What follows belongs to an exercise in optimizing a design on an open flow for small area; a production flow would make more cautious choices. Function was checked by simulation only, so behaviour that the tests miss may differ from the original. No activity file was given, so power comes from the tool's default toggle rates. No driver is modelled on the clock port, so clocking that relies on it looks cheaper here than on a real chip.

===== flow/config.mk =====
export PLATFORM = sky130hd
export DESIGN_NAME = apb_modport
export DESIGN_NICKNAME = apb_modport
export VERILOG_FILES = /design/flow/design.v
export SDC_FILE = /design/flow/constraint.sdc
export NUM_CORES = 4
export LEC_CHECK = 0
export CAP_MARGIN = 10
export CORE_MARGIN = 2
export CORE_UTILIZATION = 40
export CTS_BUF_LIST = sky130_fd_sc_hd__clkbuf_16
export CTS_CLUSTER_DIAMETER = 100
export CTS_CLUSTER_SIZE = 32
export PLACE_DENSITY = 0.85
export SLEW_MARGIN = 10
export SYNTH_HIERARCHICAL = 1
export SYNTH_MINIMUM_KEEP_SIZE = 0
export BUFFER_PORTS_ARGS = -buffer_cell sky130_fd_sc_hd__buf_2

===== flow/constraint.sdc =====
create_clock -name core_clock -period 12.0 [get_ports {pclock}]
set_input_delay 2.4000 -clock core_clock [delete_from_list [all_inputs] [get_ports {pclock}]]
set_output_delay 2.4000 -clock core_clock [all_outputs]
set_load 0.01 [all_outputs]

===== flow/design.v =====
module rm_aoi222 (
    input  logic a0, b0, a1, b1, a2, b2,
    output logic y
);
    assign y = ~((a0 & b0) | (a1 & b1) | (a2 & b2));
endmodule
module rm_aoi21 (
    input  logic a0, b0, c,
    output logic y
);
    assign y = ~((a0 & b0) | c);
endmodule
module rm_nand4 (
    input  logic a, b, c, d,
    output logic y
);
    assign y = ~(a & b & c & d);
endmodule
module rm_nand3 (
    input  logic a, b, c,
    output logic y
);
    assign y = ~(a & b & c);
endmodule
module rm_nor2 (
    input  logic a, b,
    output logic y
);
    assign y = ~(a | b);
endmodule
module rm_nand2 (
    input  logic a, b,
    output logic y
);
    assign y = ~(a & b);
endmodule
module rm_and3 (
    input  logic a, b, c,
    output logic y
);
    assign y = a & b & c;
endmodule
module rm_or2 (
    input  logic a, b,
    output logic y
);
    assign y = a | b;
endmodule
module rm_rdbit #(
    parameter int N     = 49,
    parameter bit EXTRA = 1'b0
) (
    input  logic [N-1:0] sel,
    input  logic [N-1:0] d,
    input  logic         extra,
    output logic         y
);
    logic [15:0] n;
    logic        n16;
    logic [3:0]  h;
    logic [1:0]  g;
    for (genvar j = 0; j < 16; j++) begin : g_aoi
        rm_aoi222 u (.a0(sel[3*j]), .b0(d[3*j]), .a1(sel[3*j+1]), .b1(d[3*j+1]),
                     .a2(sel[3*j+2]), .b2(d[3*j+2]), .y(n[j]));
    end
    if (EXTRA) begin : g_x
        rm_aoi21 u_last (.a0(sel[48]), .b0(d[48]), .c(extra), .y(n16));
    end else begin : g_nx
        rm_nand2 u_last (.a(sel[48]), .b(d[48]), .y(n16));
    end
    for (genvar j = 0; j < 4; j++) begin : g_nand
        rm_nand4 u (.a(n[4*j]), .b(n[4*j+1]), .c(n[4*j+2]), .d(n[4*j+3]), .y(h[j]));
    end
    rm_nor2  u_g0 (.a(h[0]), .b(h[1]), .y(g[0]));
    rm_nor2  u_g1 (.a(h[2]), .b(h[3]), .y(g[1]));
    rm_nand3 u_out (.a(g[0]), .b(g[1]), .c(n16), .y(y));
endmodule
module apb_modport #(
    parameter int ADDR_WIDTH     = 32,
    parameter int DATA_WIDTH     = 32,
    parameter int NO_OF_SLAVES   = 7,
    parameter int REGS_PER_SLAVE = 8
) (
    input  logic                    pclock,
    input  logic                    presetn,    
    input  logic [ADDR_WIDTH-1:0]   paddr,
    input  logic [DATA_WIDTH-1:0]   pwdata,
    input  logic                    pwrite,
    input  logic [NO_OF_SLAVES-1:0] psel_x,
    input  logic                    penable,
    output logic [DATA_WIDTH-1:0]   prdata,
    output logic                    pready,
    output logic                    pslverr
);
    localparam int DATA_REGS = REGS_PER_SLAVE - 1;
    localparam int IDX_W     = $clog2(REGS_PER_SLAVE);
    localparam int WIN_LSB   = IDX_W + 2;
    localparam logic [15:0] ID_TAG = 16'hA9B0;
    localparam int NW        = NO_OF_SLAVES * DATA_REGS;
    logic [DATA_WIDTH-1:0] data_q [NW];
    logic [NW-1:0]         valid_q;
    logic [NW-1:0]         valid_d;
    logic [IDX_W-1:0]      reg_idx;
    logic                  sel_any;
    logic                  sel_multi;
    logic                  access;
    logic                  addr_ok;
    logic                  xfer_err;
    logic                  wr_en;
    logic                  rd_en;
    logic [REGS_PER_SLAVE-1:0] idx_dec;
    logic [REGS_PER_SLAVE-1:0] idx_dec_n;
    logic [NO_OF_SLAVES-1:0]   wk_n;
    logic [NO_OF_SLAVES-1:0]   rk;
    logic [NW-1:0]         wsel;
    logic [NW-1:0]         rsel;
    logic [DATA_WIDTH-1:0] id_word;
    logic [DATA_WIDTH-1:0] rd_id;
    always_comb begin
        sel_multi = 1'b0;
        for (int a = 0; a < NO_OF_SLAVES; a++)
            for (int b = a + 1; b < NO_OF_SLAVES; b++)
                sel_multi = sel_multi | (psel_x[a] & psel_x[b]);
    end
    assign sel_any  = |psel_x;
    assign reg_idx  = paddr[WIN_LSB-1:2];
    assign addr_ok  = ~|paddr[1:0] & ~|paddr[ADDR_WIDTH-1:WIN_LSB];
    assign access   = sel_any & penable;
    assign xfer_err = sel_multi | ~addr_ok | (pwrite & (reg_idx == IDX_W'(DATA_REGS)));
    assign wr_en    = access & pwrite & ~sel_multi & addr_ok;
    assign rd_en    = access & ~pwrite & ~sel_multi & addr_ok & ~presetn;
    always_comb
        for (int r = 0; r < REGS_PER_SLAVE; r++) begin
            idx_dec[r]   = (reg_idx == IDX_W'(r));
            idx_dec_n[r] = ~idx_dec[r];
        end
    always_comb
        for (int k = 0; k < NO_OF_SLAVES; k++) begin
            wk_n[k] = ~(wr_en & psel_x[k]);
            rk[k]   = rd_en & psel_x[k];
        end
    for (genvar k = 0; k < NO_OF_SLAVES; k++) begin : g_bank
        for (genvar r = 0; r < DATA_REGS; r++) begin : g_word
            localparam int W = k * DATA_REGS + r;
            rm_nor2 u_ws (.a(wk_n[k]), .b(idx_dec_n[r]), .y(wsel[W]));
            rm_or2  u_vd (.a(valid_q[W]), .b(wsel[W]), .y(valid_d[W]));
            rm_and3 u_rs (.a(rk[k]), .b(idx_dec[r]), .c(valid_q[W]), .y(rsel[W]));
        end
    end
    always_comb begin
        id_word = '0;
        for (int k = 0; k < NO_OF_SLAVES; k++)
            id_word = id_word | ({DATA_WIDTH{psel_x[k]}} & DATA_WIDTH'({ID_TAG, 8'h00, 8'(k)}));
        rd_id = id_word & {DATA_WIDTH{rd_en & idx_dec[DATA_REGS]}};
    end
    for (genvar b = 0; b < DATA_WIDTH; b++) begin : g_rd
        localparam logic [DATA_WIDTH-1:0] ID_ONES = DATA_WIDTH'({ID_TAG, 16'h00FF});
        logic [NW-1:0] col;
        for (genvar w = 0; w < NW; w++) begin : g_col
            assign col[w] = data_q[w][b];
        end
        rm_rdbit #(.N(NW), .EXTRA(ID_ONES[b])) u_bit (.sel(rsel), .d(col), .extra(rd_id[b]), .y(prdata[b]));
    end
    always_ff @(posedge pclock or posedge presetn) begin
        if (presetn) valid_q <= '0;
        else         valid_q <= valid_d;
    end
    always_ff @(posedge pclock) begin
        for (int w = 0; w < NW; w++)
            if (wsel[w]) data_q[w] <= pwdata;
    end
    assign pready  = access & ~presetn;
    assign pslverr = access & xfer_err & ~presetn;
endmodule

===== flow/flow/run.sh =====
#!/bin/bash
# Own flow: the standard ORFS layout, with smaller port buffers.
set -euo pipefail
echo 'export BUFFER_PORTS_ARGS = -buffer_cell sky130_fd_sc_hd__buf_2' >> config.mk
cp config.mk config_mk.txt
bash standard.sh finish > standard.log 2>&1

===== flow/standard.sh =====
#!/bin/bash
# synth_recipe.tcl (not shown) runs the flow's synth.tcl, then flattens the netlist and writes it again
# the make line also repeats each setting of config.mk as NAME=value (left out here)
make -C /OpenROAD-flow-scripts/flow DESIGN_CONFIG=/design/flow/config.mk WORK_HOME=/design/flow/orfs CLKGATE_MAP_FILE= SYNTH_SCRIPT=/design/flow/synth_recipe.tcl "${@:-finish}"

==> summary.md, run 1 <==
| Metric | Value |
|---|---|
| Maxcap violations | `0` |
| Final Slew Violations | `0` |
| Most common cell after layout, fill and taps aside | `edfxtp_1` |
| Number of global-route vias before repair | `roughly 30,000` |
| Compound-cell area share of the yosys netlist | `9.48%` |
| Share of layout cells above drive strength 1 | `12.0%` |
| Area delta synth->final | `9.86%` |
| WP data required | `9600 ps` |
| Rows | `137` |
| CTS Root Buffer Type | `clkbuf_16` |
| Via count | `32,133` |
| DP HPWL | `slightly below 90,000 um` |
| Clock Sinks | `1,617` |
| Routed vias/inst | `6.74` |
| Area of the multi-input gates | `0.00819 mm2` |
| Final Cycle Share | `81.3%` |
| Routed met1 length | `49,800 um` |
| Nets | `2,942` |
| Setup slack, reg-to-reg | `11,250 ps` |
| Sequential share of the synthesized area | `a little under nine tenths` |
| # IOs | `109` |
| Critical path cell sequence | `buf_2, nor4_1, nand4_1, a221o_1, nor4b_1, and3_1, buf_4, a222oi_1, nand4_1, nor2_1, nand3_1, buf_2` |
| Minimum clock period | `9750 ps` |
| Clock transition at path regs | `around 120 ps` |
| HP Class | `reg -> reg` |
| Fmax | `103 MHz` |
| Hold Slack | `475 ps` |
| H-tree depth | `2` |
| Antenna violations before repair | `21` |
| First-pass GRT wire length | `216,000 um` |
| Core ar. | `around 0.14 mm2` |
| LEAKAGE | `approximately 19 nW` |
| Avg Cell Area, Syn | `approximately 22 um2` |
| Main synth FF type | `edfxtp_1` |
| Xor and xnor area share after synthesis | `0%` |
| GRT Resource Usage Total | `20.8%` |
| Pre-Repair DR Iteration Count | `10` |
| Placer Congestion | `0.930` |
| Reg2Reg Depth | `1` |
| Antenna Nets Post-Route | `0` |
| Ys async rst share | `3.03%` |
| Dpl cells | `4,681` |
| DRC | `0` |
| CP Max Fanout | `21` |
| Hold path cells | `1` |
| Worst slew pin tran | `1340 ps` |
| Worst r2r src | `valid_q[14]` |
| WL met2 | `69,500 um` |
| Worst Path Arrival | `7350 ps` |
| Worst VDD drop | `0.000131 V` |
| Yosys cell types | `36` |
| Run status | `no timing/DRC/antenna violations` |
| Critical path class | `in -> out` |
| Total clock buffers created by CTS | `56` |
| Drt wl/cell | `between 30 and 40 um` |
| Setup crit end kind | `output pin` |
| Fin cells | `4,770` |
| Clock Latency Late Sink | `690 ps` |
| FILL cells | `between 10,000 and 15,000` |
| Min-delay src | `valid_q[21]` |
| Storage element area | `0.0483 mm2` |
| DR top layer | `met5` |
| Metal3 WL | `between 20,000 and 30,000 um` |
| Syn. warnings | `8` |
| Multiplexer share of the synthesized area | `0%` |
| Synthesized area | `0.0562 mm2` |
| Slew headroom | `approximately 9.7%` |
| Post-Syn Instances | `2,608` |
| CTS tree | `yes` |
| Reg2reg end | `valid_q[14]` |
| Post-CTS setup buffer count | `0` |
| Number of synthesized flops with an enable pin | `roughly 1,600` |
| Slowest cell delay on critical path | `1040 ps` |
| Die height | `379 um` |
| Synth Area in Simple Gates | `4.40%` |
| PnR Total Power | `between 0.008 and 0.009 W` |
| Clock tree buffer depth | `3` |
| GRT overflow | `0` |
| Die footprint | `approximately 0.14 mm2` |
| Number of synthesized register bits | `1,617` |
| WL final | `154,000 um` |
| Pwr dens | `142 mW/mm2` |
| CP startpoint kind | `input port` |
| CTS-repair resized insts | `0` |
| Hold path endpoint | `valid_q[21]` |
| RSZ-0062 raised after global routing | `false` |
| Initial core utilization | `40.3%` |
| Combinational family with the most area after synthesis | `compound AO/OA/AOI/OAI gates` |
| Hold Fails Final Rpt | `0` |
| Adder-cell share of the synthesized area | `0%` |
| Cts hold-fix bufs | `0` |
| Fin Setup TNS | `0 ps` |
| Most frequent cells in the layout | `1,568 x edfxtp_1, 512 x a222oi_1, 137 x nand4_1, 108 x buf_2, 89 x buf_4` |
| Port bufs | `approximately 110` |
| Final clock skew | `0 ps` |
| Largest net degree at the start of global routing | `50` |
| Max stage delay cell, worst path | `nor4b_1` |
| Final Setup Violations | `0` |
| Die width | `379 um` |
| Iteration-0 DRC Markers | `8,108` |
Yosys stat by module (local to each module, per instance), excerpt:
module | copies in the design | cell area (um2) | flops+latches
rm_or2 | 49 | 6.26 | 0
apb_modport | 1 | 48900 | 1617
rm_nor2 | 113 | 3.75 | 0
rm_nand4 | 128 | 6.26 | 0
rm_and3 | 49 | 6.26 | 0
rm_aoi21 | 15 | 8.76 | 0
rm_nand2 | 17 | 3.75 | 0
rm_aoi222 | 512 | 10.0 | 0
how the worst max path moves through the flow:
stage / startpoint / to / slack (ps) / cells after the start
after floorplan: psel_x[5] / prdata[10] / 4580 / 7
after global placement: paddr[8] / prdata[11] / 2750 / 12
after detailed placement: paddr[10] / prdata[11] / 2700 / 12
after CTS: paddr[10] / prdata[11] / 2690 / 12
after global routing: paddr[10] / prdata[11] / 2270 / 12
final: paddr[10] / prdata[11] / 2250 / 12
power by group:
group	switching [W]	internal (W)	total [W]
sequential	0.0000000000000351	0.00618	0.00618
combinational	0.000114	0.0000134	0.000127
clock	0.00155	0.000873	0.00243
total	0.00167	0.00707	0.00873
layout make-up:
cell class              count  area share [%]
flip-flops and latches   1617            78.3
multi-input cells         980            13.3
well taps                1876            3.80
clock buffers              57            2.31
repair buffers            201            2.09
clock inverters            24           0.182
inverters                  11          0.0669
diodes                      4          0.0162
worst max-delay path, delay by kind of cell:
family	cells	cell delay (ps)
AO/OA/AOI/OAI	2	950
AND/OR/NAND/NOR	7	3230
buffers and inverters	3	760
registers in the layout, indices dropped and copies added, names as in the netlist:
name,cells
data_q,1568
valid_q,49
cell usage after synthesis, types with 5 or more instances:
library cell	count	area (um2)
nand2_1	18	67.6
a222oi_1	512	5120
inv_1	11	41.3
nor4b_2	5	75.1
or2_1	50	313
nor2_1	119	447
dfrtp_1	49	1230
nand3_1	33	165
a21oi_2	15	131
nand4_1	137	857
edfxtp_1	1568	47100
and3_1	49	307
kinds of logic (layout without fill, tap and decap cells):
group,after synthesis,after routing
AND/OR/NAND/NOR,440,440
AO/OA/AOI/OAI,535,535
flip-flops,1617,1617
buffers and inverters,15,293
other,1,9
per-layer routing:
layer  GRT usage (%)  vias up
met3            7.38      429
met5           0.446        -
met1            27.3    15894
met4            7.14       32
met2            32.0     3319
li1                -    12459
through the flow:
step                utilization (%)  setup WS, ps  instance area (um2)
detailed placement             43.1          2700                60100
finish                         44.2          2250                61700
floorplan                         -          4580                56200
global route                   44.2          2270                61700
CTS                            44.2          2690                61600
global placement               43.1          2750                60100
==> inputs of run 2 (changes only) <==
==> flow/flow/run.sh (replaced) <==
#!/bin/bash
# Own flow: the standard ORFS layout, with smaller port buffers.
set -euo pipefail
echo 'export BUFFER_PORTS_ARGS = -buffer_cell sky130_fd_sc_hd__buf_1' >> config.mk
cp config.mk config_mk.txt
bash standard.sh finish > standard.log 2>&1
--- a/flow/config.mk
+++ b/flow/config.mk
@@ -17,2 +17,2 @@
 export SYNTH_MINIMUM_KEEP_SIZE = 0
-export BUFFER_PORTS_ARGS = -buffer_cell sky130_fd_sc_hd__buf_2
+export BUFFER_PORTS_ARGS = -buffer_cell sky130_fd_sc_hd__buf_1
==> run 2 against run 1 <==
Highest routed layer unchanged. Largest power group unchanged. Critical path depth unchanged. Global-route usage down 0.42 points. Still clean on timing, DRC and antenna. Worst hold slack worse by 8.5 ps.
==> summary.md, run 2 <==
| Metric | Value |
|---|---|
| Multiplexer share of the synthesized area | `0%` |
| Largest net degree at the start of global routing | `50` |
| CP startpoint kind | `input port` |
| Rows | `137` |
| Slew headroom | `10.9%` |
| Hold Slack | `~470 ps` |
| Die width | `379 um` |
| Antenna violations before repair | `16` |
| Total clock buffers created by CTS | `between 50 and 60` |
| Via count | `~32,000` |
| Post-Syn Instances | `2,608` |
| Top cell type by total area after synthesis | `edfxtp_1` |
| Max FFs per register | `~1,600` |
| Final Slew Violations | `0` |
| Number of synthesized flops with an enable pin | `1,568` |
| Iteration-0 DRC Markers | `around 8,400` |
| Drt wl/cell | `31.5 um` |
| Post-synth top area share | `83.8%` |
| Avg Cell Area, Syn | `21.5 um2` |
| Port bufs | `108` |
| Worst path bufs/invs | `3` |
| GRT overflow | `0` |
| Setup crit end kind | `output pin` |
| Share of layout cells above drive strength 1 | `9.28%` |
| DRC | `0` |
| Comb power frac | `~1.4%` |
| Most common cell after layout, fill and taps aside | `edfxtp_1` |
| Area delta synth->final | `9.60%` |
| Worst slack, placed | `~2800 ps` |
| Setup slack, reg-to-reg | `11,230 ps` |
| FILL cells | `between 10,000 and 15,000` |
| Die height | `379 um` |
| Syn. warnings | `8` |
| Final Cycle Share | `78.6%` |
| Final Setup Violations | `0` |
| Switching Share | `roughly a fifth` |
| CTS-repair resized insts | `0` |
| Core ar. | `0.140 mm2` |
| First-pass GRT wire length | `between 200,000 and 250,000 um` |
| Adder-cell share of the synthesized area | `0%` |
| Synth area leaders | `edfxtp_1 84%, a222oi_1 9.1%, dfrtp_1 2.2%, nand4_1 1.5%, nor2_1 0.80%` |
| Xor and xnor area share after synthesis | `0%` |
| Top delay family on crit path | `simple AND/OR/NAND/NOR gates` |
| Sequential share of the synthesized area | `86.0%` |
| Cts hold-fix bufs | `0` |
| Post-CTS setup buffer count | `0` |
| Dpl cells | `4,683` |
| Nets | `2,940` |
| Clock Sinks | `1,617` |
| Hold Fails Final Rpt | `0` |
| Critical path class | `in -> out` |
| Run status | `no timing/DRC/antenna violations` |
| Final clock skew | `0 ps` |
| Routed vias/inst | `6.67` |
| Number of synthesized register bits | `1,617` |
| Yosys cell types | `36` |
| Worst VDD drop | `0.000127 V` |
| Minimum clock period | `9440 ps` |
| Initial core utilization | `40.3%` |
| RSZ-0062 raised after global routing | `false` |
| Die footprint | `~0.14 mm2` |
| Antenna Nets Post-Route | `0` |
| PnR Total Power | `0.00873 W` |
| Slowest cell delay on critical path | `roughly 1000 ps` |
| Ys async rst share | `3.03%` |
| Top cells by count, synth | `1,568 x edfxtp_1, 512 x a222oi_1, 137 x nand4_1` |
| Clock share of power | `27.7%` |
| H-tree depth | `2` |
| # IOs | `between 100 and 150` |
| LEAKAGE | `18.7 nW` |
| Switching pwr | `0.00167 W` |
| Clock tree buffer depth | `3` |
| Int Power | `0.00706 W` |
| Maxcap violations | `0` |
| Fin cells | `4,772` |
| Clock transition at path regs | `110 ps` |
| Synthesized area | `0.0562 mm2` |
| Main synth FF type | `edfxtp_1` |
| Pre-Repair DR Iteration Count | `10` |
| WL final | `151,000 um` |
| Fmax | `106 MHz` |
| CTS Root Buffer Type | `clkbuf_16` |
| Most frequent cells in the layout | `1,568 x edfxtp_1, 512 x a222oi_1, 137 x nand4_1, 91 x buf_4, 76 x buf_1` |
| CTS tree | `yes` |
| Worst Path Arrival | `roughly 7000 ps` |
| Share of total power in sequential cells | `70.8%` |
| Critical path cell sequence | `buf_1, nor4_1, nand4_1, a221o_1, nor4b_1, and3_1, buf_4, a222oi_1, nand4_1, nor2_1, nand3_1, buf_1` |
| Fin Setup TNS | `0 ps` |
| Compound-cell area share of the yosys netlist | `9.48%` |
| Synth Area in Simple Gates | `4.40%` |
| Worst slew pin tran | `1330 ps` |
| WP data required | `9600 ps` |
| Placer Congestion | `0.850` |
| Setup slack after layout | `2560 ps` |
| HP Class | `reg -> reg` |
| CP Max Fanout | `23` |
| Largest regs | `data_q x1568, valid_q x49` |
| Top-count cell post-synth | `edfxtp_1` |
| Clock Latency Late Sink | `710 ps` |
| DP HPWL | `84,700 um` |
| Number of global-route vias before repair | `between 30,000 and 40,000` |
| Combinational family with the most area after synthesis | `compound AO/OA/AOI/OAI gates` |
| Max stage delay cell, worst path | `nor4b_1` |
| GRT Resource Usage Total | `20.4%` |
| Largest reg by FF count | `data_q` |
| Pwr dens | `around 140 mW/mm2` |
run 2: changes by cell type in the layout (fill, tap and decap cells not counted), sizes merged:
| cell | previous run | this run |
|---|---|---|
| buf | 201 | 167 |
| diode | 4 | 8 |
| clkinv | 0 | 3 |
| inv | 35 | 33 |
| clkbuf | 57 | 88 |
run 2: layout make-up:
type | instances | area [um2] | area share, %
inverters | 11 | 41.3 | 0.0671
diodes | 8 | 20.0 | 0.0325
repair buffers | 199 | 1130 | 1.83
multi-input cells | 980 | 8190 | 13.3
clock buffers | 56 | 1400 | 2.28
well taps | 1876 | 2350 | 3.81
flip-flops and latches | 1617 | 48300 | 78.5
clock inverters | 25 | 140 | 0.228
run 2: power by group through the flow:
stage / clock network (W) / registers (W) / logic [W]
floorplan: 0 / 0.00631 / 0.0000123
global placement: 0 / 0.00631 / 0.000110
detailed placement: 0 / 0.00631 / 0.000119
CTS: 0.00241 / 0.00618 / 0.000119
global route: 0.00258 / 0.00619 / 0.000130
finish: 0.00242 / 0.00618 / 0.000123
run 2: per-module statistics from Yosys, one instance, submodules excluded, excerpt:
module | cells | flip-flops and latches | copies in the design
apb_modport | 1693 | 1617 | 1
rm_aoi222 | 1 | 0 | 512
rm_nor2 | 1 | 0 | 113
rm_nand2 | 1 | 0 | 17
rm_nand4 | 1 | 0 | 128
rm_or2 | 1 | 0 | 49
run 2: final timing paths:
| path | startpoint | to | cells after the start |
|---|---|---|---|
| max in group asynchronous | presetn | valid_q[33] | 2 |
| max | paddr[10] | prdata[26] | 12 |
| min | valid_q[8] | valid_q[8] | 1 |
| min in group asynchronous | presetn | valid_q[37] | 2 |
| min reg2reg | valid_q[8] | valid_q[8] | 1 |
| max reg2reg | valid_q[6] | valid_q[6] | 1 |
run 2: kinds of logic after synthesis:
| logic type | after synthesis |
|---|---|
| flip-flops | 1617 |
| AO/OA/AOI/OAI | 535 |
| buffers and inverters | 15 |
| other | 1 |
| AND/OR/NAND/NOR | 440 |
run 2: routing by layer:
metal	vias up	share of wire (%)	routed length (um)	track usage (%)
met4	16	3.5	5260	6.06
li1	12456	-	-	-
met5	-	0.065	98	0
met2	3234	45	67200	31.3
met1	15714	33	50000	27.6
met3	402	19	28000	6.69
run 2: stage by stage:
stage / util, % / cell area [um2]
3_3_place_gp: 43.0 / 60000
4_1_cts: 44.1 / 61600
5_1_grt: 44.1 / 61600
3_5_place_dp: 43.0 / 60000
6_report: 44.1 / 61600
2_1_floorplan: - / 56200
==> inputs of run 3 (changes only) <==
==> flow/flow/run.sh (replaced) <==
#!/bin/bash
# Own flow: the standard ORFS layout, with small port buffers and
# power/area recovery on non-critical gates after global routing.
set -euo pipefail
cp standard.sh standard_sh.txt
{
  echo 'export BUFFER_PORTS_ARGS = -buffer_cell sky130_fd_sc_hd__buf_2'
  echo 'export RECOVER_POWER = 100'
} >> config.mk
cp config.mk config_mk.txt
bash standard.sh finish > standard.log 2>&1
--- a/flow/config.mk
+++ b/flow/config.mk
@@ -7,3 +7,3 @@
 export LEC_CHECK = 0
-export CAP_MARGIN = 10
+export CAP_MARGIN = 30
 export CORE_MARGIN = 2
@@ -13,6 +13,6 @@
 export CTS_CLUSTER_SIZE = 32
-export PLACE_DENSITY = 0.85
-export SLEW_MARGIN = 10
+export SLEW_MARGIN = 30
 export SYNTH_HIERARCHICAL = 1
 export SYNTH_MINIMUM_KEEP_SIZE = 0
-export BUFFER_PORTS_ARGS = -buffer_cell sky130_fd_sc_hd__buf_1
+export BUFFER_PORTS_ARGS = -buffer_cell sky130_fd_sc_hd__buf_2
+export RECOVER_POWER = 100
==> run 3 against run 2 <==
The layout now fails its checks (max-capacitance violations, max-slew violations). Synthesized cell count is the same. Core utilization shrank 0.15 points. Sequential cell count is the same. Fmax shrank 9.2%. Cell area shrank 0.35%. Synthesized area is the same. Largest cell class unchanged. Sequential share of layout area grew 0.28 points. Via count shrank 4.1%.
==> summary.md, run 3 <==
| Metric | Value |
|---|---|
| Switching pwr | `0.00173 W` |
| Maxcap violations | `87` |
| Pre-Repair DR Iteration Count | `8` |
| Drt wl/cell | `33.1 um` |
| Reg2reg end | `valid_q[41]` |
| Worst slew pin tran | `3020 ps` |
| Syn. warnings | `8` |
| Final Slew Violations | `3,186` |
| Top delay family on crit path | `simple AND/OR/NAND/NOR gates` |
| CP Depth | `12` |
| Synth area leaders | `edfxtp_1 84%, a222oi_1 9.1%, dfrtp_1 2.2%, nand4_1 1.5%, nor2_1 0.80%` |
| GRT overflow | `0` |
| Largest reg by FF count | `data_q` |
| Most common cell after layout, fill and taps aside | `edfxtp_1` |
| Area delta synth->final | `9.22%` |
| Setup crit end | `prdata[16]` |
| RSZ-0062 raised after global routing | `false` |
| Avg Cell Area, Syn | `21.5 um2` |
| WL final | `159,000 um` |
| Post-synth top area share | `83.8%` |
| Post-Syn Instances | `~2,600` |
| Largest net degree at the start of global routing | `50` |
| Switching Share | `19.6%` |
| Top-count cell post-synth | `edfxtp_1` |
| Slew headroom | `-101%` |
| Routed vias/inst | `6.38` |
| Minimum clock period | `approximately 10,000 ps` |
| Setup slack, reg-to-reg | `11,250 ps` |
| Most frequent cells in the layout | `1,568 x edfxtp_1, 512 x a222oi_1, 137 x nand4_1, 116 x clkbuf_1, 81 x nor2_1` |
| WP data required | `9600 ps` |
| Yosys cell types | `36` |
| Nets | `about 2,900` |
| Pwr dens | `143 mW/mm2` |
| Clock share of power | `approximately 28%` |
| DP HPWL | `a little under 90,000 um` |
| Port bufs | `108` |
| Core ar. | `0.140 mm2` |
| Storage element area | `0.0483 mm2` |
| CP startpoint kind | `input port` |
| CTS tree | `yes` |
| Placer Congestion | `around 0.83` |
| Iteration-0 DRC Markers | `6,218` |
| Via count | `30,531` |
| Total clock buffers created by CTS | `56` |
| Share of total power in sequential cells | `between 70 and 80%` |
| Cts hold-fix bufs | `0` |
| Worst Path Arrival | `around 8000 ps` |
| Reg2Reg Depth | `1` |
| Area of the multi-input gates | `about 0.0081 mm2` |
| Main synth FF type | `edfxtp_1` |
| HP Class | `reg -> reg` |
| Final Setup Violations | `0` |
| Clock Sinks | `1,617` |
| Top cell type by total area after synthesis | `edfxtp_1` |
| Ys async rst share | `3.03%` |
| Antenna violations before repair | `11` |
| Int Power | `between 0.007 and 0.008 W` |
| Worst VDD drop | `around 0.00011 V` |
| LEAKAGE | `18.6 nW` |
| CP Max Fanout | `20` |
| Hold path cells | `1` |
| Layout Check Failures | `max-capacitance violations, max-slew violations` |
| Sequential share of the synthesized area | `86.0%` |
| Die footprint | `0.143 mm2` |
| Min-delay src | `valid_q[42]` |
| Slowest cell delay on critical path | `1030 ps` |
| Clock tree buffer depth | `3` |
| Max stage delay cell, worst path | `nor4_1` |
| Worst r2r src | `valid_q[41]` |
| Number of synthesized flops with an enable pin | `1,568` |
| Number of synthesized register bits | `1,617` |
| Share of layout cells above drive strength 1 | `7.88%` |
| CP startpoint | `paddr[10]` |
| Sequential power | `0.00619 W` |
| Setup crit end kind | `output pin` |
| Top cells by count, synth | `1,568 x edfxtp_1, 512 x a222oi_1, 137 x nand4_1` |
| Synthesized area | `0.0562 mm2` |
| Largest regs | `data_q x1568, valid_q x49` |
| Comb power frac | `about 1.5%` |
| CTS Root Buffer Type | `clkbuf_16` |
| Antenna Nets Post-Route | `0` |
| Worst path bufs/invs | `3` |
| Final Cycle Share | `86.7%` |
| P_comb | `0.000134 W` |
| Clk power | `~0.0025 W` |
| Number of global-route vias before repair | `28,494` |
| Initial core utilization | `40.3%` |
| GRT Resource Usage Total | `21.6%` |
| Hold Fails Final Rpt | `0` |
| Die height | `approximately 380 um` |
| Post-CTS setup buffer count | `0` |
| Largest power group | `sequential cells` |
| Worst slack, placed | `2690 ps` |
| # IOs | `between 100 and 150` |
| CTS-repair resized insts | `0` |
| Fmax | `96.2 MHz` |
| Die width | `379 um` |
| Fin Setup TNS | `0 ps` |
| Clock Latency Late Sink | `720 ps` |
| Final clock skew | `0 ps` |
| FILL cells | `roughly 12,000` |
| Setup slack after layout | `1600 ps` |
| H-tree depth | `2` |
| DRC | `0` |
| Clock transition at path regs | `120 ps` |
| Critical path class | `in -> out` |
| First-pass GRT wire length | `220,000 um` |
| Max FFs per register | `1,568` |
| Critical path cell sequence | `buf_2, nor4_1, nand4_1, a221o_1, nor4_1, and3_1, clkbuf_1, a222oi_1, nand4_1, nor2_1, nand3_1, clkbuf_1` |
| Run status | `failed layout checks` |
| Hold path endpoint | `valid_q[42]` |
| Rows | `137` |
[run 3: cell counts after synthesis]
No cell type changed its count.
[run 3: power groups by stage]
stage / logic [W] / registers (W) / clock network (W)
2_1_floorplan: 0.0000123 / 0.00631 / 0
3_3_place_gp: 0.000131 / 0.00631 / 0
3_5_place_dp: 0.000138 / 0.00631 / 0
4_1_cts: 0.000138 / 0.00618 / 0.00252
[run 3: per-layer routing]
metal / vias up / global-route usage [%] / wire length (um)
met3: 150 / 4.63 / 19100
met5: - / 0 / 88
met4: 14 / 3.55 / 2630
met2: 1726 / 33.0 / 71500
li1: 12470 / - / -
met1: 16171 / 32.4 / 65300
[run 3: Yosys stat by module, one instance, submodules excluded, excerpt]
| module | cells | times used | flops+latches | cell area [um2] |
|---|---|---|---|---|
| rm_nand2 | 1 | 17 | 0 | 3.75 |
| rm_aoi21 | 1 | 15 | 0 | 8.76 |
| rm_nand4 | 1 | 128 | 0 | 6.26 |
| rm_nor2 | 1 | 113 | 0 | 3.75 |
| apb_modport | 1693 | 1 | 1617 | 48900 |
| rm_nand3 | 1 | 32 | 0 | 5.00 |
| rm_aoi222 | 1 | 512 | 0 | 10.0 |
| rm_or2 | 1 | 49 | 0 | 6.26 |
[run 3: per-stage QoR]
stage | power [W] | util, % | cell area (um2) | hold slack [ps] | std cells
6_report | 0.00880 | 44.0 | 61400 | 468 | 4786
2_1_floorplan | 0.00632 | - | 56200 | 424 | 2612
3_3_place_gp | 0.00644 | 43.0 | 60100 | 438 | 4674
3_5_place_dp | 0.00645 | 43.1 | 60200 | 440 | 4677
5_1_grt | 0.00903 | 44.0 | 61400 | 482 | 4783
4_1_cts | 0.00884 | 44.3 | 61800 | 469 | 4782
[run 3: worst min-delay path by stage]
| stage | startpoint | endpoint |
|---|---|---|
| 2_1_floorplan | valid_q[0] | valid_q[0] |
| 3_3_place_gp | valid_q[30] | valid_q[30] |
| 3_5_place_dp | valid_q[35] | valid_q[35] |
| 4_1_cts | valid_q[42] | valid_q[42] |
[run 3: layout make-up]
class	count	area share, %
Sequential cell	1617	78.7
Timing Repair Buffer	194	1.50
Clock inverter	49	0.345
Inverter	11	0.0693
Clock buffer	56	2.28
Tap cell	1876	3.83
Antenna cell	3	0.0122
Multi-Input combinational cell	980	13.2
[run 3: kinds of logic after synthesis]
group                  count (synthesis)  share of synthesized area, %
buffers and inverters                 15                         0.122
AND/OR/NAND/NOR                      440                          4.40
AO/OA/AOI/OAI                        535                          9.48
other                                  1                       0.00667
flip-flops                          1617                          86.0
==> inputs of run 4 (changes only) <==
--- a/flow/design.v
+++ b/flow/design.v
@@ -5,8 +5,2 @@
     assign y = ~((a0 & b0) | (a1 & b1) | (a2 & b2));
-endmodule
-module rm_aoi21 (
-    input  logic a0, b0, c,
-    output logic y
-);
-    assign y = ~((a0 & b0) | c);
 endmodule
@@ -54,3 +48,3 @@
     input  logic [N-1:0] d,
-    input  logic         extra,
+    input  logic         extra_n,
     output logic         y
@@ -65,7 +59,3 @@
     end
-    if (EXTRA) begin : g_x
-        rm_aoi21 u_last (.a0(sel[48]), .b0(d[48]), .c(extra), .y(n16));
-    end else begin : g_nx
-        rm_nand2 u_last (.a(sel[48]), .b(d[48]), .y(n16));
-    end
+    rm_nand2 u_last (.a(sel[48]), .b(d[48]), .y(n16));
     for (genvar j = 0; j < 4; j++) begin : g_nand
@@ -75,3 +65,7 @@
     rm_nor2  u_g1 (.a(h[2]), .b(h[3]), .y(g[1]));
-    rm_nand3 u_out (.a(g[0]), .b(g[1]), .c(n16), .y(y));
+    if (EXTRA) begin : g_x
+        rm_nand4 u_out (.a(g[0]), .b(g[1]), .c(n16), .d(extra_n), .y(y));
+    end else begin : g_nx
+        rm_nand3 u_out (.a(g[0]), .b(g[1]), .c(n16), .y(y));
+    end
 endmodule
@@ -161,3 +155,3 @@
         end
-        rm_rdbit #(.N(NW), .EXTRA(ID_ONES[b])) u_bit (.sel(rsel), .d(col), .extra(rd_id[b]), .y(prdata[b]));
+        rm_rdbit #(.N(NW), .EXTRA(ID_ONES[b])) u_bit (.sel(rsel), .d(col), .extra_n(~rd_id[b]), .y(prdata[b]));
     end
==> flow/flow/run.sh (replaced) <==
#!/bin/bash
# Own flow: the standard ORFS layout, with smaller port buffers and a clock
# tree without dummy balancing loads.
set -euo pipefail
{
  echo 'export BUFFER_PORTS_ARGS = -buffer_cell sky130_fd_sc_hd__buf_1'
  echo 'export CTS_ARGS = -sink_clustering_enable -repair_clock_nets -sink_clustering_size 32 -sink_clustering_max_diameter 100 -buf_list sky130_fd_sc_hd__clkbuf_16 -dont_use_dummy_load'
} >> config.mk
cp config.mk config_mk.txt
bash standard.sh finish > standard.log 2>&1
--- a/flow/config.mk
+++ b/flow/config.mk
@@ -7,3 +7,3 @@
 export LEC_CHECK = 0
-export CAP_MARGIN = 30
+export CAP_MARGIN = 0
 export CORE_MARGIN = 2
@@ -13,6 +13,7 @@
 export CTS_CLUSTER_SIZE = 32
-export SLEW_MARGIN = 30
+export PLACE_DENSITY = 0.85
+export SLEW_MARGIN = 0
 export SYNTH_HIERARCHICAL = 1
 export SYNTH_MINIMUM_KEEP_SIZE = 0
-export BUFFER_PORTS_ARGS = -buffer_cell sky130_fd_sc_hd__buf_2
-export RECOVER_POWER = 100
+export BUFFER_PORTS_ARGS = -buffer_cell sky130_fd_sc_hd__buf_1
+export CTS_ARGS = -sink_clustering_enable -repair_clock_nets -sink_clustering_size 32 -sink_clustering_max_diameter 100 -buf_list sky130_fd_sc_hd__clkbuf_16 -dont_use_dummy_load
==> run 4 against run 3 <==
The run now finishes clean. Sequential power hardly changed. Worst hold slack gained 0.68 ps. Power decreased by 1.8%. Combinational power down 7%. Via count up 4.7%. Fmax grew 7.4%. Critical path depth stayed put.
==> summary.md, run 4 <==
| Metric | Value |
|---|---|
| Final Setup Violations | `0` |
| H-tree depth | `2` |
| Switching Share | `a little under a fifth` |
| Final Cycle Share | `80.7%` |
| FILL cells | `11,258` |
| Switching pwr | `0.00160 W` |
| Worst r2r src | `valid_q[6]` |
| Syn. warnings | `8` |
| Top cells by count, synth | `1,568 x edfxtp_1, 512 x a222oi_1, 150 x nand4_1` |
| Via count | `31,968` |
| Hold path cells | `1` |
| DRC | `0` |
| Antenna Nets Post-Route | `0` |
| Pre-Repair DR Iteration Count | `14` |
| Run status | `no timing/DRC/antenna violations` |
| Initial core utilization | `40.3%` |
| Hold Fails Final Rpt | `0` |
| # IOs | `109` |
| CTS Root Buffer Type | `clkbuf_16` |
| RSZ-0062 raised after global routing | `false` |
| Reg2reg end | `valid_q[6]` |
| Worst slew pin tran | `1360 ps` |
| DP HPWL | `85,400 um` |
| Sequential share of the synthesized area | `a little under nine tenths` |
| Final Slew Violations | `0` |
| Number of global-route vias before repair | `between 30,000 and 40,000` |
| Most common cell after layout, fill and taps aside | `edfxtp_1` |
| Rows | `between 100 and 150` |
| Total clock buffers created by CTS | `56` |
| Largest net degree at the start of global routing | `50` |
| Maxcap violations | `0` |
| Min-delay src | `valid_q[29]` |
| Die width | `between 300 and 400 um` |
| Die footprint | `0.143 mm2` |
| Cts hold-fix bufs | `0` |
| Comb power frac | `1.5%` |
| Hold path endpoint | `valid_q[29]` |
| Largest reg by FF count | `data_q` |
| Largest regs | `data_q x1568, valid_q x49` |
| Post-CTS setup buffer count | `0` |
| Most frequent cells in the layout | `1,568 x edfxtp_1, 512 x a222oi_1, 150 x nand4_1, 100 x buf_4, 76 x buf_1` |
| Port bufs | `roughly 110` |
| First-pass GRT wire length | `between 200,000 and 250,000 um` |
| Clock transition at path regs | `110 ps` |
| Fmax | `103 MHz` |
| Minimum clock period | `9680 ps` |
| Die height | `378 um` |
| Iteration-0 DRC Markers | `8,066` |
| Share of layout cells above drive strength 1 | `between 8 and 9%` |
| Share of total power in sequential cells | `between 70% and 80%` |
| Core ar. | `0.139 mm2` |
| GRT overflow | `0` |
| Nets | `~2,900` |
| Finished Cell Area | `a little over 0.06 mm2` |
| Placer Congestion | `0.863` |
| Clock Sinks | `~1,600` |
| Synth area leaders | `edfxtp_1 84%, a222oi_1 9.1%, dfrtp_1 2.2%, nand4_1 1.7%, nor2_1 0.79%` |
| Clock share of power | `27.0%` |
| GRT Resource Usage Total | `20.6%` |
| WL final | `152,000 um` |
| Drt wl/cell | `31.9 um` |
| Fin Setup TNS | `0 ps` |
| Post-Place Cell Area | `0.0600 mm2` |
| Worst Path Arrival | `7280 ps` |
| Setup slack, reg-to-reg | `11,240 ps` |
| Max FFs per register | `1,568` |
| Setup crit end kind | `output pin` |
| Synthesized area | `between 0.05 and 0.06 mm2` |
| Top cell type by total area after synthesis | `edfxtp_1` |
| WP data required | `between 9000 and 10,000 ps` |
| LEAKAGE | `18.7 nW` |
| CP Max Fanout | `20` |
| Critical path class | `in -> out` |
| Final clock skew | `0 ps` |
| HP Class | `reg -> reg` |
| Avg Cell Area, Syn | `between 20 and 25 um2` |
| CTS-repair resized insts | `0` |
| Top-count cell post-synth | `edfxtp_1` |
| Reg2Reg Depth | `1` |
| Worst VDD drop | `0.000114 V` |
| CP startpoint kind | `input port` |
| Clock Latency Late Sink | `between 600 and 700 ps` |
| Main synth FF type | `edfxtp_1` |
| Pwr dens | `141 mW/mm2` |
| Number of synthesized flops with an enable pin | `1,568` |
| Yosys cell types | `35` |
| Slew headroom | `approximately a tenth` |
| Antenna violations before repair | `18` |
| Post-Syn Instances | `~2,600` |
| Int Power | `0.00704 W` |
| Clock tree buffer depth | `3` |
| CTS tree | `yes` |
| Number of synthesized register bits | `1,617` |
| Post-synth top area share | `83.9%` |
| Area delta synth->final | `9.56%` |
| Routed vias/inst | `6.72` |
| Ys async rst share | `3.03%` |
[run 4: cells by family after synthesis]
family,Yosys count,synth area share [%]
flops,1617,86.1
simple gates,456,4.48
other cells,1,0.00668
buf+inv,9,0.0624
compound gates,522,9.33
[run 4: metal layers]
| metal | up-vias | GRT usage, % | part of all wire (%) | wire length (um) |
|---|---|---|---|---|
| met5 | - | 0 | 0.073 | 111 |
| met4 | 20 | 7.57 | 4.0 | 6000 |
| met3 | 413 | 7.43 | 19 | 29400 |
| met2 | 3434 | 31.4 | 45 | 67600 |
| met1 | 15656 | 27.1 | 32 | 48500 |
| li1 | 12445 | - | - | - |
[run 4: worst max path at each step]
stage / startpoint / endpoint / slack [ps] / cells past startpoint
floorplan: psel_x[6] / prdata[0] / 4940 / 9
detailed placement: psel_x[6] / prdata[27] / 1670 / 12
CTS: psel_x[6] / prdata[20] / 1630 / 11
global placement: psel_x[6] / prdata[27] / 1740 / 12
finish: psel_x[6] / prdata[20] / 2320 / 12
global route: psel_x[6] / prdata[24] / 2350 / 12
[run 4: final cells by class]
type | count | area (um2) | share of cell area, %
diodes | 8 | 20.0 | 0.0326
well taps | 1876 | 2350 | 3.82
inverters | 8 | 30.0 | 0.0489
clock buffers | 56 | 1400 | 2.28
repair buffers | 208 | 1200 | 1.95
multi-input cells | 983 | 8150 | 13.3
flip-flops and latches | 1617 | 48300 | 78.6
[run 4: power by group through the flow]
stage	combinational, W	clock [W]	sequential, W
final	0.000125	0.00233	0.00618
after detailed placement	0.000120	0	0.00631
after CTS	0.000120	0.00232	0.00618
after global routing	0.000132	0.00249	0.00618
after global placement	0.000112	0	0.00631
after floorplan	0.0000120	0	0.00631
[run 4: worst max-delay path: stages]
cell and delay [ps]:
buf_1 190, o21ai_1 180, buf_4 240, nand4_1 650
nor3_4 820, and4_1 440, and3_1 1060, a222oi_1 330
nand4_1 270, nor2_1 110, nand4_1 350, buf_1 210
[run 4: modules after synthesis (local to each module, per instance), excerpt]
module,copies in the design,flops+latches
rm_nand4,143,0
rm_and3,49,0
rm_nand3,17,0
rm_nand2,32,0
apb_modport,1,1617
rm_nor2,113,0
rm_aoi222,512,0
rm_or2,49,0
[run 4: through the flow]
step | hold WS (ps) | instances | power (W) | utilization (%) | setup slack, ps
after CTS | 470 | 4747 | 0.00862 | 44.1 | 1630
final | 469 | 4756 | 0.00864 | 44.1 | 2320
after detailed placement | 440 | 4691 | 0.00643 | 43.1 | 1670
after floorplan | 424 | 2609 | 0.00632 | - | 4940
after global placement | 438 | 4691 | 0.00642 | 43.1 | 1740
after global routing | 485 | 4753 | 0.00880 | 44.1 | 2350
==> inputs of run 5 (changes only) <==
--- a/flow/config.mk
+++ b/flow/config.mk
@@ -7,5 +7,5 @@
 export LEC_CHECK = 0
-export CAP_MARGIN = 0
+export CAP_MARGIN = 10
 export CORE_MARGIN = 2
-export CORE_UTILIZATION = 40
+export CORE_UTILIZATION = 65
 export CTS_BUF_LIST = sky130_fd_sc_hd__clkbuf_16
@@ -14,3 +14,3 @@
 export PLACE_DENSITY = 0.85
-export SLEW_MARGIN = 0
+export SLEW_MARGIN = 10
 export SYNTH_HIERARCHICAL = 1
==> run 5 against run 4 <==
Clock power about the same. Global-route usage increased by 13 points. Synthesized cell count unchanged. Critical path depth unchanged. Combinational power increased by 9.6%. Setup slack improved by 870 ps. Non-clock buffer count down 6. Clock-buffer cell count unchanged. Via count shrank 0.73%. Core utilization is 27 points higher. Largest power group unchanged. Highest routed layer unchanged.
==> summary.md, run 5 <==
| Metric | Value |
|---|---|
| Run status | `no timing/DRC/antenna violations` |
| H-tree depth | `2` |
| Main synth FF type | `edfxtp_1` |
| Clock tree buffer depth | `3` |
| Rows | `107` |
| Worst r2r src | `valid_q[38]` |
| CP Max Fanout | `22` |
| Final Slew Violations | `0` |
| Hold Fails Final Rpt | `0` |
| Pwr dens | `143 mW/mm2` |
| DP HPWL | `~81,000 um` |
| Fin Setup TNS | `0 ps` |
| Routed vias/inst | `7.90` |
| First-pass GRT wire length | `211,000 um` |
| Largest reg by FF count | `data_q` |
| Clock transition at path regs | `120 ps` |
| Pre-Repair DR Iteration Count | `14` |
| Post-Syn Instances | `2,605` |
| LEAKAGE | `~19 nW` |
| Number of synthesized flops with an enable pin | `1,568` |
| # IOs | `roughly 110` |
| Avg Cell Area, Syn | `between 20 and 25 um2` |
| Max FFs per register | `around 1,600` |
| Most frequent cells in the layout | `1,568 x edfxtp_1, 512 x a222oi_1, 150 x nand4_1, 81 x buf_4, 76 x buf_1` |
| Die footprint | `just under 0.09 mm2` |
| Die height | `298 um` |
| Sequential share of the synthesized area | `86.1%` |
| Slowest cell delay on critical path | `600 ps` |
| Drt wl/cell | `37.5 um` |
| Worst VDD drop | `0.000186 V` |
| Top cell type by total area after synthesis | `edfxtp_1` |
| Post-synth top area share | `about 84%` |
| Area delta synth->final | `8.20%` |
| CTS Root Buffer Type | `clkbuf_16` |
| Placer Congestion | `about 0.9` |
| Max stage delay cell, worst path | `nor3_4` |
| CP startpoint | `psel_x[6]` |
| Hold Slack | `~480 ps` |
| CTS tree | `yes` |
| Clock Sinks | `between 1,500 and 2,000` |
| Top cells by count, synth | `1,568 x edfxtp_1, 512 x a222oi_1, 150 x nand4_1` |
| Total clock buffers created by CTS | `56` |
| Most common cell after layout, fill and taps aside | `edfxtp_1` |
| Worst Path Arrival | `~6400 ps` |
| Syn. warnings | `8` |
| GRT Resource Usage Total | `between 30% and 40%` |
| Antenna violations before repair | `11` |
| Setup crit end | `prdata[14]` |
| Reg2reg end | `valid_q[38]` |
| Synthesized area | `0.0561 mm2` |
| Cts hold-fix bufs | `0` |
| HP Class | `reg -> reg` |
| Largest net degree at the start of global routing | `50` |
| Initial core utilization | `65.8%` |
| Final Cycle Share | `73.5%` |
| GRT overflow | `0` |
| Worst path bufs/invs | `3` |
| Antenna Nets Post-Route | `0` |
| Fmax | `113 MHz` |
| Final clock skew | `0 ps` |
| Number of synthesized register bits | `~1,600` |
| CP startpoint kind | `input port` |
| WP data required | `approximately 9600 ps` |
| Clock Latency Late Sink | `680 ps` |
| Worst slew pin tran | `1310 ps` |
| Port bufs | `108` |
| Setup slack, reg-to-reg | `~11,000 ps` |
| Iteration-0 DRC Markers | `8,024` |
| Nets | `2,943` |
| Largest regs | `data_q x1568, valid_q x49` |
| CP most frequent cell | `buf_1` |
| RSZ-0062 raised after global routing | `false` |
| Maxcap violations | `0` |
| Yosys cell types | `35` |
| CTS-repair resized insts | `0` |
| Dpl cells | `3,944` |
| Setup crit end kind | `output pin` |
| Top-count cell post-synth | `edfxtp_1` |
| Critical path cell sequence | `buf_1, nor3_2, o211ai_1, nor3_4, and4_1, and3_1, buf_4, a222oi_1, nand4_1, nor2_1, nand3_1, buf_1` |
| Die width | `between 200 and 300 um` |
| Critical path class | `in -> out` |
| Minimum clock period | `between 8000 and 9000 ps` |
| Post-CTS setup buffer count | `0` |
| Number of global-route vias before repair | `30,480` |
| Fin cells | `4,016` |
| Ys async rst share | `under 10%` |
| Via count | `roughly 32,000` |
| Reg2Reg Depth | `1` |
| Final Setup Violations | `0` |
| WL final | `151,000 um` |
| Synth area leaders | `edfxtp_1 84%, a222oi_1 9.1%, dfrtp_1 2.2%, nand4_1 1.7%, nor2_1 0.79%` |
| Share of layout cells above drive strength 1 | `8.58%` |
| Slew headroom | `12.9%` |
| CP Depth | `12` |
| Core ar. | `0.0853 mm2` |
| Top delay family on crit path | `simple AND/OR/NAND/NOR gates` |
| DRC | `0` |
## run 5: changes by cell type in the layout (fill, tap and decap cells not counted), sizes merged
cell   before  now
diode       8    6
buf       176  170
## run 5: power by group
group          leakage (nW)  total, W       switching [W]  internal [W]
clock network         0.690   0.00233             0.00149      0.000843
registers              14.8   0.00618  0.0000000000000144       0.00618
logic                  3.22  0.000137            0.000125     0.0000116
## run 5: metal layers
layer / wire length [um] / global-route usage [%] / share of wire, % / up-vias
met5: 69 / 0 / 0.046 / -
met4: 6190 / 11.6 / 4.1 / 10
met3: 28100 / 10.3 / 19 / 411
met2: 68600 / 51.4 / 45 / 3274
met1: 47800 / 46.3 / 32 / 15590
li1: - / - / - / 12450
## run 5: cell type report
type | instances | area, um2
clock buffers | 56 | 1400
fillers | 4733 | 24600
inverters | 8 | 30.0
flip-flops and latches | 1617 | 48300
multi-input cells | 983 | 8140
repair buffers | 202 | 1370
well taps | 1144 | 1430
diodes | 6 | 15.0
## run 5: logic make-up (layout without fill, tap and decap cells)
group                  count (synthesis)  after routing  synth area share, %
and+or+nand+nor                      456            456                 4.48
other                                  1             11              0.00668
AOI/OAI and AO/OA                    522            522                 9.33
buffers and inverters                  9            266               0.0624
DFF                                 1617           1617                 86.1
## run 5: stage by stage
| step | power, W | setup WS [ps] | area (um2) | utilization (%) |
|---|---|---|---|---|
| 2_1_floorplan | 0.00632 | 4940 | 56100 | - |
| 3_5_place_dp | 0.00644 | 3510 | 59000 | 69.2 |
| 6_report | 0.00865 | 3180 | 60700 | 71.2 |
| 4_1_cts | 0.00864 | 3470 | 60400 | 70.9 |
| 5_1_grt | 0.00882 | 3090 | 60700 | 71.2 |
| 3_3_place_gp | 0.00643 | 3680 | 59000 | 69.1 |
## run 5: how the worst min path moves through the flow
stage                     cells after the start     endpoint         from
after detailed placement                      1  valid_q[28]  valid_q[28]
after global placement                        1  valid_q[36]  valid_q[36]
final                                         1  valid_q[28]  valid_q[28]
after global routing                          1  valid_q[32]  valid_q[32]
after floorplan                               1   valid_q[0]   valid_q[0]
after CTS                                     1  valid_q[28]  valid_q[28]
## run 5: modules after synthesis (local to each module, per instance), excerpt
module / cells inside / flops+latches
rm_or2: 1 / 0
rm_aoi222: 1 / 0
rm_nor2: 1 / 0
rm_nand3: 1 / 0
rm_and3: 1 / 0
rm_nand4: 1 / 0
apb_modport: 1690 / 1617
==> inputs of run 6 (changes only) <==
--- a/flow/config.mk
+++ b/flow/config.mk
@@ -9,3 +9,3 @@
 export CORE_MARGIN = 2
-export CORE_UTILIZATION = 65
+export CORE_UTILIZATION = 40
 export CTS_BUF_LIST = sky130_fd_sc_hd__clkbuf_16
==> run 6 against run 5 <==
Still clean. Clock power about the same. Synthesized area unchanged. Clock-buffer cell count unchanged. Sequential power about the same. Fmax down 15%. Sequential cell count unchanged. First-iteration DRC count down 0.21%. Setup slack worse by 1600 ps. Power about the same. Global-route usage down 13 points. Register-to-register slack about the same. Largest cell class unchanged.
==> summary.md, run 6 <==
| Metric | Value |
|---|---|
| Largest reg by FF count | `data_q` |
| Top cells by count, synth | `1,568 x edfxtp_1, 512 x a222oi_1, 150 x nand4_1` |
| Routed vias/inst | `6.73` |
| Rows | `137` |
| DP HPWL | `85,400 um` |
| Initial core utilization | `40.3%` |
| CP Max Fanout | `20` |
| Worst r2r src | `valid_q[6]` |
| Clock Sinks | `1,617` |
| Via count | `31,992` |
| Final clock skew | `0 ps` |
| Die height | `378 um` |
| Top cell type by total area after synthesis | `edfxtp_1` |
| Post-CTS setup buffer count | `0` |
| Worst VDD drop | `0.000115 V` |
| Min-delay src | `valid_q[29]` |
| Worst Path Arrival | `roughly 8000 ps` |
| CTS Root Buffer Type | `clkbuf_16` |
| H-tree depth | `2` |
| Ys async rst share | `between 3 and 4%` |
| Run status | `no timing/DRC/antenna violations` |
| LEAKAGE | `18.7 nW` |
| RSZ-0062 raised after global routing | `false` |
| Core ar. | `0.139 mm2` |
| Drt wl/cell | `31.9 um` |
| Total clock buffers created by CTS | `56` |
| CP startpoint | `psel_x[6]` |
| Fmax | `96.3 MHz` |
| Clock Latency Late Sink | `670 ps` |
| FILL cells | `between 10,000 and 15,000` |
| Maxcap violations | `0` |
| Cts hold-fix bufs | `0` |
| Number of global-route vias before repair | `31,350` |
| Die width | `between 300 and 400 um` |
| Largest regs | `data_q x1568, valid_q x49` |
| Iteration-0 DRC Markers | `8,007` |
| Pre-Repair DR Iteration Count | `9` |
| DRC | `0` |
| Final Cycle Share | `86.5%` |
| Worst slew pin tran | `1290 ps` |
| Nets | `2,949` |
| Post-synth top area share | `approximately 84%` |
| CP startpoint kind | `input port` |
| # IOs | `109` |
| Sequential share of the synthesized area | `86.1%` |
| Post-Syn Instances | `2,605` |
| Synthesized area | `0.0561 mm2` |
| Final design utilization | `44.1%` |
| WL final | `152,000 um` |
| Fin Setup TNS | `0 ps` |
| GRT Resource Usage Total | `20.6%` |
| HP Class | `reg -> reg` |
| Main synth FF type | `edfxtp_1` |
| Die footprint | `0.143 mm2` |
| Slew headroom | `approximately 14%` |
| First-pass GRT wire length | `between 200,000 and 250,000 um` |
| Clock tree buffer depth | `3` |
| Number of synthesized flops with an enable pin | `1,568` |
| Synth area leaders | `edfxtp_1 84%, a222oi_1 9.1%, dfrtp_1 2.2%, nand4_1 1.7%, nor2_1 0.79%` |
| Antenna violations before repair | `18` |
| Area delta synth->final | `9.58%` |
| Placer Congestion | `0.863` |
| Antenna Nets Post-Route | `0` |
| Final Setup Violations | `0` |
| Most frequent cells in the layout | `1,568 x edfxtp_1, 512 x a222oi_1, 150 x nand4_1, 99 x buf_4, 76 x buf_1` |
| Port bufs | `108` |
| CTS tree | `yes` |
| Max FFs per register | `roughly 1,600` |
| Pwr dens | `about 140 mW/mm2` |
| Most common cell after layout, fill and taps aside | `edfxtp_1` |
| WP data required | `roughly 9600 ps` |
| Share of layout cells above drive strength 1 | `8.84%` |
| Setup crit end kind | `output pin` |
| Syn. warnings | `8` |
| GRT overflow | `0` |
| Avg Cell Area, Syn | `~22 um2` |
| CTS-repair resized insts | `0` |
| Minimum clock period | `between 10,000 and 15,000 ps` |
| Yosys cell types | `35` |
| Final Slew Violations | `0` |
| Largest net degree at the start of global routing | `50` |
| Top-count cell post-synth | `edfxtp_1` |
| Hold Fails Final Rpt | `0` |
| Number of synthesized register bits | `~1,600` |
| Critical path class | `in -> out` |
| Clock transition at path regs | `110 ps` |
run 6: path summary, 6_finish.rpt:
kind                               endpoint  slack [ps]  cells past startpoint
worst max-delay path             prdata[20]        1620                     11
worst max register to register   valid_q[6]       11240                      1
worst min register to register  valid_q[29]         470                      1
worst min-delay path            valid_q[29]         470                      1
min in group asynchronous        valid_q[2]        1870                      2
max in group asynchronous       valid_q[44]        9480                      2
run 6: logic make-up after synthesis:
family,share of synthesized area (%)
AOI/OAI and AO/OA,9.33
buffers and inverters,0.0624
DFF,86.1
other,0.00668
and+or+nand+nor,4.48
run 6: report_power, final:
group,leakage [nW],total (W),switching (W),internal [W]
sequential,14.8,0.00618,0.0000000000000125,0.00618
clock,0.690,0.00233,0.00149,0.000843
combinational,3.20,0.000125,0.000114,0.0000113
run 6: final cells by class:
class | count | area (um2) | share of cell area, %
timing repair buffer | 208 | 1210 | 1.97
tap | 1876 | 2350 | 3.82
sequential | 1617 | 48300 | 78.6
antenna | 9 | 22.5 | 0.0366
inverter | 8 | 31.3 | 0.0509
clock buffer | 56 | 1400 | 2.28
multi-input combinational | 983 | 8150 | 13.3
run 6: Yosys stat by module, one instance, submodules excluded, a selection:
module,times used,cells inside
rm_or2,49,1
rm_nand4,143,1
rm_nor2,113,1
rm_nand3,17,1
rm_nand2,32,1
rm_and3,49,1
apb_modport,1,1690
run 6: critical path: stages:
cell and delay (ps):
buf_1 190, o21ai_1 880, nand4_1 900, nor3_4 830, and4_1 440, and3_1 1050
a222oi_1 330, nand4_1 270, nor2_1 110, nand4_1 350, buf_1 210
run 6: routing by layer:
layer	part of all wire (%)	global-route usage (%)
met1	32	27.1
met2	44	31.4
met3	19	7.43
met4	4.0	7.57
met5	0.067	0
run 6: per-stage QoR:
step,hold slack [ps],cells,worst slack [ps],power (W),cell area [um2]
2_1_floorplan,424,2609,4940,0.00632,56100
3_3_place_gp,438,4691,1740,0.00642,60000
3_5_place_dp,440,4691,2190,0.00643,60000
4_1_cts,470,4747,2150,0.00862,61400
5_1_grt,485,4753,1590,0.00880,61500
6_report,469,4757,1620,0.00864,61500
==> inputs of run 7 (changes only) <==
--- a/flow/config.mk
+++ b/flow/config.mk
@@ -13,2 +13,3 @@
 export CTS_CLUSTER_SIZE = 32
+export GPL_ROUTABILITY_DRIVEN = 0
 export PLACE_DENSITY = 0.85
==> run 7 against run 6 <==
Sequential power about the same. Critical path type unchanged. Still clean. Final cell count unchanged. Synthesized area did not move. Core utilization is the same. Register-to-register slack about the same.
==> summary.md, run 7 <==
| Metric | Value |
|---|---|
| Critical path class | `in -> out` |
| Core ar. | `0.139 mm2` |
| Clock transition at path regs | `110 ps` |
| Most common cell after layout, fill and taps aside | `edfxtp_1` |
| Avg Cell Area, Syn | `around 22 um2` |
| Die width | `between 300 and 400 um` |
| Maxcap violations | `0` |
| CTS tree | `yes` |
| Final design utilization | `44.1%` |
| Number of synthesized register bits | `between 1,500 and 2,000` |
| Area delta synth->final | `9.58%` |
| Die footprint | `approximately 0.14 mm2` |
| CP Max Fanout | `20` |
| Main synth FF type | `edfxtp_1` |
| Ys async rst share | `about 3%` |
| Post-Syn Instances | `2,605` |
| Cts hold-fix bufs | `0` |
| Final Cycle Share | `between 80 and 90%` |
| DRC | `0` |
| Hold Slack | `469 ps` |
| CP startpoint kind | `input port` |
| Worst Path Arrival | `7980 ps` |
| Yosys cell types | `35` |
| Int Power | `0.00704 W` |
| Pwr dens | `~140 mW/mm2` |
| Worst slew pin tran | `between 1000 and 1500 ps` |
| Largest net degree at the start of global routing | `50` |
| LEAKAGE | `18.7 nW` |
| Reg2reg end | `valid_q[6]` |
| Min-delay src | `valid_q[29]` |
| Clock Latency Late Sink | `670 ps` |
| RSZ-0062 raised after global routing | `false` |
| CTS Root Buffer Type | `clkbuf_16` |
| PnR Total Power | `roughly 0.0086 W` |
| GRT Resource Usage Total | `~20%` |
| HP Class | `reg -> reg` |
| Hold path cells | `1` |
| Comb power frac | `between 1 and 1.5%` |
| Run status | `no timing/DRC/antenna violations` |
| Top delay family on crit path | `simple AND/OR/NAND/NOR gates` |
| Top cells by count, synth | `1,568 x edfxtp_1, 512 x a222oi_1, 150 x nand4_1` |
| Switching Share | `18.6%` |
| Antenna violations before repair | `18` |
| Number of synthesized flops with an enable pin | `1,568` |
| CTS-repair resized insts | `0` |
| H-tree depth | `2` |
| Rows | `roughly 140` |
| Critical path cell sequence | `buf_1, o21ai_1, nand4_1, nor3_4, and4_1, and3_1, a222oi_1, nand4_1, nor2_1, nand4_1, buf_1` |
| Switching pwr | `about 0.0016 W` |
| Synth area leaders | `edfxtp_1 84%, a222oi_1 9.1%, dfrtp_1 2.2%, nand4_1 1.7%, nor2_1 0.79%` |
| Initial core utilization | `between 40% and 50%` |
| Port bufs | `108` |
| Hold path endpoint | `valid_q[29]` |
| Max FFs per register | `1,568` |
| Antenna Nets Post-Route | `0` |
| Via count | `approximately 32,000` |
| Most frequent cells in the layout | `1,568 x edfxtp_1, 512 x a222oi_1, 150 x nand4_1, 99 x buf_4, 76 x buf_1` |
| Dpl cells | `4,691` |
| # IOs | `109` |
| Die height | `378 um` |
| Share of layout cells above drive strength 1 | `8.84%` |
| Slowest cell delay on critical path | `1050 ps` |
| Minimum clock period | `approximately 10,000 ps` |
| Total clock buffers created by CTS | `56` |
| Final Setup Violations | `0` |
| Max stage delay cell, worst path | `and3_1` |
| Pre-Repair DR Iteration Count | `9` |
| Top cell type by total area after synthesis | `edfxtp_1` |
| Setup crit end kind | `output pin` |
| Share of total power in sequential cells | `between 70% and 80%` |
| Nets | `between 2,000 and 3,000` |
| Clock Sinks | `1,617` |
| Top-count cell post-synth | `edfxtp_1` |
| Hold Fails Final Rpt | `0` |
| Iteration-0 DRC Markers | `8,007` |
| First-pass GRT wire length | `216,000 um` |
| Clock share of power | `27.0%` |
| Worst path bufs/invs | `2` |
| GRT overflow | `0` |
| Fin Setup TNS | `0 ps` |
| Worst r2r src | `valid_q[6]` |
| Sequential share of the synthesized area | `a little under nine tenths` |
| Synthesized area | `0.0561 mm2` |
| Post-synth top area share | `83.9%` |
| Syn. warnings | `8` |
| Reg2Reg Depth | `1` |
| Slew headroom | `14.0%` |
| WL final | `152,000 um` |
| Largest reg by FF count | `data_q` |
| Fin cells | `4,757` |
| Largest regs | `data_q x1568, valid_q x49` |
| Worst VDD drop | `roughly 0.00012 V` |
| Clock tree buffer depth | `3` |
| Routed vias/inst | `6.73` |
| CP most frequent cell | `nand4_1` |
| Drt wl/cell | `31.9 um` |
| Setup slack, reg-to-reg | `11,240 ps` |
| Final Slew Violations | `0` |
| Final clock skew | `0 ps` |
| Number of global-route vias before repair | `31,350` |
| WP data required | `~9600 ps` |
| DP HPWL | `around 85,000 um` |
| Fmax | `96.3 MHz` |
| Post-CTS setup buffer count | `0` |
-- run 7: cell type report --
type | instances | area (um2)
Sequential cell | 1617 | 48300
Antenna cell | 9 | 22.5
Multi-Input combinational cell | 983 | 8150
Clock buffer | 56 | 1400
Timing Repair Buffer | 208 | 1210
Fill cell | 11253 | 77900
Tap cell | 1876 | 2350
Inverter | 8 | 31.3
-- run 7: how the worst max path moves through the flow --
stage,depth (start not counted),endpoint,slack [ps],from
after global routing,11,prdata[24],1590,psel_x[6]
after floorplan,9,prdata[0],4940,psel_x[6]
after CTS,11,prdata[20],2150,psel_x[6]
after global placement,12,prdata[27],1740,psel_x[6]
final,11,prdata[20],1620,psel_x[6]
after detailed placement,12,prdata[27],2190,psel_x[6]
-- run 7: per-stage QoR --
step,area (um2),setup slack [ps]
final,61500,1620
after global routing,61500,1590
after CTS,61400,2150
after detailed placement,60000,2190
after global placement,60000,1740
after floorplan,56100,4940
-- run 7: cells by family after synthesis --
group | after synthesis | synth area share [%]
compound gates | 522 | 9.33
buf+inv | 9 | 0.0624
flops | 1617 | 86.1
other cells | 1 | 0.00668
simple gates | 456 | 4.48
-- run 7: power groups by stage --
stage,logic [W],registers (W),clock network (W)
4_1_cts,0.000120,0.00618,0.00232
3_5_place_dp,0.000120,0.00631,0
3_3_place_gp,0.000112,0.00631,0
5_1_grt,0.000132,0.00618,0.00249
2_1_floorplan,0.0000120,0.00631,0
6_report,0.000125,0.00618,0.00233
-- run 7: routing by layer --
metal / share of wire (%) / track usage [%] / vias up
met4: 4.0 / 7.57 / 20
met2: 44 / 31.4 / 3485
met5: 0.067 / 0 / -
met3: 19 / 7.43 / 440
met1: 32 / 27.1 / 15591
li1: - / - / 12456
-- run 7: Yosys stat by module (local to each module, per instance), excerpt --
module       area [um2]  flops+latches
rm_and3            6.26              0
rm_or2             6.26              0
rm_nand3           5.00              0
rm_nand2           3.75              0
rm_nor2            3.75              0
apb_modport       48800           1617
rm_nand4           6.26              0
rm_aoi222          10.0              0

[port drivers added, routing unchanged]
How much do the figures lean on ideal ports? The routed layouts below were timed once more, with nothing changed but the port constraints.
Step 1 (the two cells are an assumption about what drives the block):
set clk [get_ports {pclock}]
set_driving_cell -lib_cell sky130_fd_sc_hd__clkbuf_16 $clk
set_driving_cell -lib_cell sky130_fd_sc_hd__buf_2 [delete_from_list [all_inputs] $clk]
Step 2 adds t to the input delays and takes it off the output delays; t is the mean of the earliest and latest rising clock arrival at the registers after step 1. Input paths then give back, and output paths get back, about the clock's delay inside the block.
Slacks: ideal / step 1 / step 2; pairs: ideal / step 1.
| run | t, ns | slack for setup (ns) | worst register clock-pin slew, ns |
|---|---|---|---|
| run 1 | 0.766 | 2.249 / 2.230 / 2.230 | 0.12 / 0.12 |
| run 2 | 0.787 | 2.562 / 2.475 / 2.475 | 0.12 / 0.12 |
| run 3 | 0.780 | 1.601 / 1.581 / 1.581 | 0.12 / 0.12 |
| run 4 | 0.725 | 2.316 / 2.253 / 2.253 | 0.12 / 0.12 |
| run 5 | 0.722 | 3.185 / 3.160 / 3.160 | 0.12 / 0.12 |
| run 6 | 0.726 | 1.618 / 1.560 / 1.560 | 0.12 / 0.12 |
| run 7 | 0.726 | 1.618 / 1.560 / 1.560 | 0.12 / 0.12 |
The setup slack of run 2, which loses most, moves by -0.087 ns with the drivers and by -0.087 ns with both steps.
